This is an optimization exercise on Yosys and OpenROAD, whose aim is small area, a short achievable clock period and few clock cycles per item, not a production implementation.
Where RTL was checked, it was by simulation tests only, not by an equivalence proof against the original.

Design ascon_perm_engine, start of the top module:
module ascon_perm_engine #(
    parameter int UNROLL  = 1,
    parameter int SLICE_W = 64
) (
    input  logic         clk,
    input  logic         rst,
    input  logic         in_valid_i,
    output logic         in_ready_o,
    input  logic [3:0]   rounds_i,
    input  logic [319:0] state_i,
    output logic         out_valid_o,
    input  logic         out_ready_i,
    output logic [319:0] state_o,
    output logic         busy_o
);
For scale: ~2,300 cells after synthesis, about 330 flip-flops, about 650 I/O pins.
==> module ascon_perm_engine, before the edit <==
module ascon_perm_engine #(
    parameter int UNROLL  = 1,
    parameter int SLICE_W = 64
) (
    input  logic         clk,
    input  logic         rst,
    input  logic         in_valid_i,
    output logic         in_ready_o,
    input  logic [3:0]   rounds_i,
    input  logic [319:0] state_i,
    output logic         out_valid_o,
    input  logic         out_ready_i,
    output logic [319:0] state_o,
    output logic         busy_o
);
    localparam int W = 64;
    logic [319:0] st_q;        
    logic [3:0]   r_q;         
    logic         busy_q;      
    logic         valid_q;     
    logic         run_q;       
    logic         ld_q;        
    function automatic logic [W-1:0] ror(input logic [W-1:0] x, input int n);
        ror = (x >> n) | (x << (W - n));
    endfunction
    function automatic logic [319:0] round_f(input logic [319:0] s, input logic [7:0] c);
        logic [W-1:0] x0, x1, x2, x3, x4;
        logic [W-1:0] t0, t1, t2, t3, t4;
        x0 = s[4*W +: W];
        x1 = s[3*W +: W];
        x2 = s[2*W +: W];
        x3 = s[1*W +: W];
        x4 = s[0*W +: W];
        x2 = x2 ^ {{(W-8){1'b0}}, c};
        x0 = x0 ^ x4;
        x4 = x4 ^ x3;
        x2 = x2 ^ x1;
        t0 = ~x0 & x1;
        t1 = ~x1 & x2;
        t2 = ~x2 & x3;
        t3 = ~x3 & x4;
        t4 = ~x4 & x0;
        x0 = x0 ^ t1;
        x1 = x1 ^ t2;
        x2 = x2 ^ t3;
        x3 = x3 ^ t4;
        x4 = x4 ^ t0;
        x1 = x1 ^ x0;
        x0 = x0 ^ x4;
        x3 = x3 ^ x2;
        x2 = ~x2;
        x0 = x0 ^ ror(x0, 19) ^ ror(x0, 28);
        x1 = x1 ^ ror(x1, 61) ^ ror(x1, 39);
        x2 = x2 ^ ror(x2, 1)  ^ ror(x2, 6);
        x3 = x3 ^ ror(x3, 10) ^ ror(x3, 17);
        x4 = x4 ^ ror(x4, 7)  ^ ror(x4, 41);
        round_f = {x0, x1, x2, x3, x4};
    endfunction
    logic         dlv;         
    logic         acc;         
    logic [3:0]   r0;          
    logic [3:0]   r_d;
    logic [319:0] rin;
    always_comb begin
        dlv  = valid_q & out_ready_i;
        in_ready_o = ~busy_q | dlv;
        acc  = in_valid_i & in_ready_o;
        r0   = ((rounds_i == 4'd0) || (rounds_i > 4'd12)) ? 4'd0 : 4'd12 - rounds_i;
        r_d  = run_q ? r_q + 4'd1 : r0;
        rin[319:160] = run_q ? st_q[319:160] : state_i[319:160];
        rin[159:0]   = ld_q  ? state_i[159:0] : st_q[159:0];
    end
    always_ff @(posedge clk) begin
        if (rst) begin
            busy_q  <= 1'b0;
            valid_q <= 1'b0;
            run_q   <= 1'b0;
            ld_q    <= 1'b1;
        end else if (acc) begin
            busy_q  <= 1'b1;
            valid_q <= (r0 == 4'd11);
            run_q   <= (r0 != 4'd11);
            ld_q    <= (r0 == 4'd11);
        end else if (dlv) begin
            busy_q  <= 1'b0;
            valid_q <= 1'b0;
        end else if (run_q) begin
            valid_q <= (r_q == 4'd10);
            run_q   <= (r_q != 4'd10);
            ld_q    <= (r_q == 4'd10);
        end
    end
    always_ff @(posedge clk) begin
        if (~valid_q | out_ready_i) begin
            st_q <= round_f(rin, {~r_d, r_d});
            r_q  <= r_d;
        end
    end
    assign out_valid_o = valid_q;
    assign busy_o      = busy_q;
    assign state_o     = st_q;
endmodule
clock: 5.0 ns
lec_check: 0
cap_margin: 20
core_margin: 2
core_utilization: 40
setup_slack_margin: 1.5
slew_margin: 20
standard.sh (not shown) runs the stock make flow with config.mk's settings and CLKGATE_MAP_FILE= SYNTH_SCRIPT=/design/flow/synth_recipe.tcl, a recipe that flattens the netlist after the stock synthesis.
==> flow/flow/run.sh <==
#!/bin/bash
# Own layout flow: the standard flow (standard synthesis, floorplan, power
# grid, placement, CTS, routing) with two changes to how it is made:
#  - ports are buffered with buf_2 instead of the default buffer choice;
#  - timing repair only resizes and swaps pins (no buffer trees or cloning).
# ORFS writes every tool's full log under orfs/logs/; make's own output goes
# to flow_make.log here.
set -euo pipefail
export BUFFER_PORTS_ARGS="-buffer_cell sky130_fd_sc_hd__buf_2"
export SETUP_MOVE_SEQUENCE="sizeup,swap"
export SKIP_GATE_CLONING=1
bash standard.sh finish > flow_make.log 2>&1
Next try:
--- a/flow/design.v
+++ b/flow/design.v
@@ -20,6 +20,4 @@
     logic         busy_q;      
     logic         valid_q;     
-    logic         run_q;       
-    logic         ld_q;        
     function automatic logic [W-1:0] ror(input logic [W-1:0] x, input int n);
         ror = (x >> n) | (x << (W - n));
@@ -58,4 +56,5 @@
         round_f = {x0, x1, x2, x3, x4};
     endfunction
+    logic         run;         
     logic         dlv;         
     logic         acc;         
@@ -64,11 +63,11 @@
     logic [319:0] rin;
     always_comb begin
+        run  = busy_q & ~valid_q;
         dlv  = valid_q & out_ready_i;
         in_ready_o = ~busy_q | dlv;
         acc  = in_valid_i & in_ready_o;
         r0   = ((rounds_i == 4'd0) || (rounds_i > 4'd12)) ? 4'd0 : 4'd12 - rounds_i;
-        r_d  = run_q ? r_q + 4'd1 : r0;
-        rin[319:160] = run_q ? st_q[319:160] : state_i[319:160];
-        rin[159:0]   = ld_q  ? state_i[159:0] : st_q[159:0];
+        r_d  = run ? r_q + 4'd1 : r0;
+        rin  = run ? st_q : state_i;
     end
     always_ff @(posedge clk) begin
@@ -76,18 +75,12 @@
             busy_q  <= 1'b0;
             valid_q <= 1'b0;
-            run_q   <= 1'b0;
-            ld_q    <= 1'b1;
         end else if (acc) begin
             busy_q  <= 1'b1;
             valid_q <= (r0 == 4'd11);
-            run_q   <= (r0 != 4'd11);
-            ld_q    <= (r0 == 4'd11);
         end else if (dlv) begin
             busy_q  <= 1'b0;
             valid_q <= 1'b0;
-        end else if (run_q) begin
+        end else if (run) begin
             valid_q <= (r_q == 4'd10);
-            run_q   <= (r_q != 4'd10);
-            ld_q    <= (r_q == 4'd10);
         end
     end
=>
- maximum frequency climbs by 1.4%
- global-route usage drops by 0.59 points
- worst setup slack gets better by 0.050 ns
- via count climbs by 8.0%
- non-clock buffer count climbs by 11
- die area climbs by 6.4%
- synthesized cell count climbs by 8.7%
Function was not checked in any run of this note: the RTL went through the layout flow alone.

========
== the baseline ==
The RTL this note starts from:
==> flow/design.v <==
`default_nettype none
module ascon_perm_engine #(
    parameter int UNROLL  = 1,
    parameter int SLICE_W = 64
) (
    input  logic         clk,
    input  logic         rst,
    input  logic         in_valid_i,
    output logic         in_ready_o,
    input  logic [3:0]   rounds_i,
    input  logic [319:0] state_i,
    output logic         out_valid_o,
    input  logic         out_ready_i,
    output logic [319:0] state_o,
    output logic         busy_o
);
    localparam int W = 64;
    logic [319:0] st_q;        
    logic [3:0]   r_q;         
    logic         busy_q;      
    logic         valid_q;     
    logic         run_q;       
    logic [3:0]   sel_run_q;   
    logic [3:0]   sel_ld_q;    
    function automatic logic [W-1:0] ror(input logic [W-1:0] x, input int n);
        ror = (x >> n) | (x << (W - n));
    endfunction
    function automatic logic [319:0] half_a(input logic [319:0] s, input logic [7:0] c);
        logic [W-1:0] x0, x1, x2, x3, x4;
        logic [W-1:0] t0, t1, t2, t3, t4;
        x0 = s[4*W +: W];
        x1 = s[3*W +: W];
        x2 = s[2*W +: W];
        x3 = s[1*W +: W];
        x4 = s[0*W +: W];
        x2 = x2 ^ {{(W-8){1'b0}}, c};
        x0 = x0 ^ x4;
        x4 = x4 ^ x3;
        x2 = x2 ^ x1;
        t0 = ~x0 & x1;
        t1 = ~x1 & x2;
        t2 = ~x2 & x3;
        t3 = ~x3 & x4;
        t4 = ~x4 & x0;
        x0 = x0 ^ t1;
        x1 = x1 ^ t2;
        x2 = x2 ^ t3;
        x3 = x3 ^ t4;
        x4 = x4 ^ t0;
        x1 = x1 ^ x0;
        x0 = x0 ^ x4;
        x3 = x3 ^ x2;
        x2 = ~x2;
        half_a = {x0, x1, x2, x3, x4};
    endfunction
    function automatic logic [319:0] lin(input logic [319:0] s);
        logic [W-1:0] x0, x1, x2, x3, x4;
        x0 = s[4*W +: W];
        x1 = s[3*W +: W];
        x2 = s[2*W +: W];
        x3 = s[1*W +: W];
        x4 = s[0*W +: W];
        x0 = x0 ^ ror(x0, 19) ^ ror(x0, 28);
        x1 = x1 ^ ror(x1, 61) ^ ror(x1, 39);
        x2 = x2 ^ ror(x2, 1)  ^ ror(x2, 6);
        x3 = x3 ^ ror(x3, 10) ^ ror(x3, 17);
        x4 = x4 ^ ror(x4, 7)  ^ ror(x4, 41);
        lin = {x0, x1, x2, x3, x4};
    endfunction
    logic [319:0] l_q;         
    logic         dlv;         
    logic         acc;         
    logic [3:0]   r0;          
    logic [3:0]   r_d;
    logic [319:0] a_in;
    always_comb begin
        l_q  = lin(st_q);
        dlv  = valid_q & out_ready_i;
        in_ready_o = ~busy_q | dlv;
        acc  = in_valid_i & in_ready_o;
        r0   = ((rounds_i == 4'd0) || (rounds_i > 4'd12)) ? 4'd0 : 4'd12 - rounds_i;
        r_d  = run_q ? r_q + 4'd1 : r0;
        for (int k = 0; k < 4; k++) begin
            a_in[80*k +: 40]      = sel_run_q[k] ? l_q[80*k +: 40] : state_i[80*k +: 40];
            a_in[80*k + 40 +: 40] = sel_ld_q[k] ? state_i[80*k + 40 +: 40] : l_q[80*k + 40 +: 40];
        end
    end
    always_ff @(posedge clk) begin
        if (rst) begin
            busy_q  <= 1'b0;
            valid_q <= 1'b0;
            run_q   <= 1'b0;
        end else if (acc) begin
            busy_q  <= 1'b1;
            valid_q <= (r0 == 4'd11);
            run_q   <= (r0 != 4'd11);
        end else if (dlv) begin
            busy_q  <= 1'b0;
            valid_q <= 1'b0;
        end else if (run_q) begin
            valid_q <= (r_q == 4'd10);
            run_q   <= (r_q != 4'd10);
        end
    end
    always_ff @(posedge clk) begin
        if (rst) begin
            sel_run_q[0] <= 1'b0;
            sel_ld_q[0]  <= 1'b1;
        end else if (acc) begin
            sel_run_q[0] <= (r0 != 4'd11);
            sel_ld_q[0]  <= (r0 == 4'd11);
        end else if (dlv) begin
            sel_run_q[0] <= 1'b0;
            sel_ld_q[0]  <= 1'b1;
        end else if (sel_run_q[0]) begin
            sel_run_q[0] <= (r_q != 4'd10);
            sel_ld_q[0]  <= (r_q == 4'd10);
        end
    end
    always_ff @(posedge clk) begin
        if (rst) begin
            sel_run_q[1] <= 1'b0;
            sel_ld_q[1]  <= 1'b1;
        end else if (~valid_q | out_ready_i) begin
            sel_run_q[1] <= acc ? (r0 != 4'd11) : sel_run_q[1] & (r_q != 4'd10);
            sel_ld_q[1]  <= acc ? (r0 == 4'd11) : sel_ld_q[1] | (r_q == 4'd10);
        end
    end
    always_ff @(posedge clk) begin
        if (rst) begin
            sel_run_q[2] <= 1'b0;
            sel_ld_q[2]  <= 1'b1;
        end else begin
            sel_run_q[2] <= (acc | sel_run_q[2]) & (r_d != 4'd11);
            sel_ld_q[2]  <= ~(acc | ~sel_ld_q[2]) | (r_d == 4'd11);
        end
    end
    always_ff @(posedge clk) begin
        if (rst) begin
            sel_run_q[3] <= 1'b0;
            sel_ld_q[3]  <= 1'b1;
        end else if (~valid_q | out_ready_i) begin
            sel_run_q[3] <= (acc | sel_run_q[3]) & (r_d != 4'd11);
            sel_ld_q[3]  <= ~(acc | ~sel_ld_q[3]) | (r_d == 4'd11);
        end
    end
    always_ff @(posedge clk) begin
        if (~valid_q | out_ready_i) begin
            st_q <= half_a(a_in, {~r_d, r_d});
            r_q  <= r_d;
        end
    end
    assign out_valid_o = valid_q;
    assign busy_o      = busy_q;
    assign state_o     = l_q;
endmodule
`default_nettype wire
clock: 5.0 ns
lec_check: 0
cap_margin: 20
core_margin: 2
core_utilization: 40
setup_slack_margin: 2.0
slew_margin: 20
==> flow/flow/run.sh <==
#!/bin/bash
# Own layout flow: the standard flow (standard synthesis, floorplan, power
# grid, placement, CTS, routing) with two changes to how it is made:
#  - ports are buffered with buf_1 instead of the default buffer choice;
#  - timing repair uses its default moves.
# ORFS writes every tool's full log under orfs/logs/; make's own output goes
# to flow_make.log here.
set -euo pipefail
export BUFFER_PORTS_ARGS="-buffer_cell sky130_fd_sc_hd__buf_1"


bash standard.sh finish > flow_make.log 2>&1
The inputs of the candidate differ from those of the baseline as listed below.
--- a/flow/design.v
+++ b/flow/design.v
@@ -19,10 +19,9 @@
     logic [3:0]   r_q;         
     logic         busy_q;      
     logic         valid_q;     
     logic         run_q;       
-    logic [3:0]   sel_run_q;   
-    logic [3:0]   sel_ld_q;    
+    logic         ld_q;        
     function automatic logic [W-1:0] ror(input logic [W-1:0] x, input int n);
         ror = (x >> n) | (x << (W - n));
     endfunction
     function automatic logic [319:0] half_a(input logic [319:0] s, input logic [7:0] c);
@@ -79,70 +78,29 @@
         in_ready_o = ~busy_q | dlv;
         acc  = in_valid_i & in_ready_o;
         r0   = ((rounds_i == 4'd0) || (rounds_i > 4'd12)) ? 4'd0 : 4'd12 - rounds_i;
         r_d  = run_q ? r_q + 4'd1 : r0;
-        for (int k = 0; k < 4; k++) begin
-            a_in[80*k +: 40]      = sel_run_q[k] ? l_q[80*k +: 40] : state_i[80*k +: 40];
-            a_in[80*k + 40 +: 40] = sel_ld_q[k] ? state_i[80*k + 40 +: 40] : l_q[80*k + 40 +: 40];
-        end
+        a_in[319:160] = run_q ? l_q[319:160] : state_i[319:160];
+        a_in[159:0]   = ld_q  ? state_i[159:0] : l_q[159:0];
     end
     always_ff @(posedge clk) begin
         if (rst) begin
             busy_q  <= 1'b0;
             valid_q <= 1'b0;
             run_q   <= 1'b0;
+            ld_q    <= 1'b1;
         end else if (acc) begin
             busy_q  <= 1'b1;
             valid_q <= (r0 == 4'd11);
             run_q   <= (r0 != 4'd11);
+            ld_q    <= (r0 == 4'd11);
         end else if (dlv) begin
             busy_q  <= 1'b0;
             valid_q <= 1'b0;
         end else if (run_q) begin
             valid_q <= (r_q == 4'd10);
             run_q   <= (r_q != 4'd10);
-        end
-    end
-    always_ff @(posedge clk) begin
-        if (rst) begin
-            sel_run_q[0] <= 1'b0;
-            sel_ld_q[0]  <= 1'b1;
-        end else if (acc) begin
-            sel_run_q[0] <= (r0 != 4'd11);
-            sel_ld_q[0]  <= (r0 == 4'd11);
-        end else if (dlv) begin
-            sel_run_q[0] <= 1'b0;
-            sel_ld_q[0]  <= 1'b1;
-        end else if (sel_run_q[0]) begin
-            sel_run_q[0] <= (r_q != 4'd10);
-            sel_ld_q[0]  <= (r_q == 4'd10);
-        end
-    end
-    always_ff @(posedge clk) begin
-        if (rst) begin
-            sel_run_q[1] <= 1'b0;
-            sel_ld_q[1]  <= 1'b1;
-        end else if (~valid_q | out_ready_i) begin
-            sel_run_q[1] <= acc ? (r0 != 4'd11) : sel_run_q[1] & (r_q != 4'd10);
-            sel_ld_q[1]  <= acc ? (r0 == 4'd11) : sel_ld_q[1] | (r_q == 4'd10);
-        end
-    end
-    always_ff @(posedge clk) begin
-        if (rst) begin
-            sel_run_q[2] <= 1'b0;
-            sel_ld_q[2]  <= 1'b1;
-        end else begin
-            sel_run_q[2] <= (acc | sel_run_q[2]) & (r_d != 4'd11);
-            sel_ld_q[2]  <= ~(acc | ~sel_ld_q[2]) | (r_d == 4'd11);
-        end
-    end
-    always_ff @(posedge clk) begin
-        if (rst) begin
-            sel_run_q[3] <= 1'b0;
-            sel_ld_q[3]  <= 1'b1;
-        end else if (~valid_q | out_ready_i) begin
-            sel_run_q[3] <= (acc | sel_run_q[3]) & (r_d != 4'd11);
-            sel_ld_q[3]  <= ~(acc | ~sel_ld_q[3]) | (r_d == 4'd11);
+            ld_q    <= (r_q == 4'd10);
         end
     end
     always_ff @(posedge clk) begin
         if (~valid_q | out_ready_i) begin
==> notes.md <==
- [the candidate] total length of routed met2 wires fell 3.3% relative to the baseline
- The candidate vs the baseline — final routed wirelength across all metal layers dropped 4.8 mm.
- Wire length per cell, the baseline and the candidate: higher on the candidate
- The met1 layer wirelength in the final routing of the candidate falls short of that of the baseline by about 1.7%.
- Delta(die area, the candidate - the baseline) < 0
- Compared with the baseline, in the candidate via count dropped 5.6%, synthesized cell count down about 9%, non-clock buffer count went down.
Testbench counts of the candidate, summed over its fixed seeds: cycles 11,884, items 1,280.
Only the layout flow was run in the baseline; the RTL was not checked for function there.

==> what the ideal ports hide <==
The results above use ideal ports. As a check the final layouts listed here were re-extracted and re-timed, cells and wires unchanged.
Step 1, drivers: a clkbuf_16 drives clk and a buf_2 each remaining input, both assumed.
Step 2 moves the port delays by t, midway between the first and last clock arrival at a register: inputs arrive t later, outputs are due t later. That takes back most of the time a late clock gives input paths.
Three values: ideal ports, drivers, drivers and shift; two values: the first two.
| run | t (ns) | slack for setup (ns) | latest minus earliest clock arrival (ns) | worst slew at a driven data input, ns | pins driven straight from the clock port |
|---|---|---|---|---|---|
| the first run of note 1 | 0.658 | 1.350 / 1.350 / 0.925 | 0.016 / 0.016 | 0.07 | 1 |
| the second run of note 1 | 0.648 | 1.400 / 1.400 / 0.982 | 0.018 / 0.018 | 0.08 | 1 |
| the baseline | 0.637 | 1.874 / 1.802 / 1.647 | 0.018 / 0.018 | 0.10 | 1 |
| the candidate | 0.637 | 1.958 / 1.891 / 1.441 | 0.013 / 0.013 | 0.14 | 1 |
After both steps every run listed still meets setup and hold. The setup slack of the candidate, which loses most, moves by -0.067 ns with the drivers and by -0.517 ns with both steps.
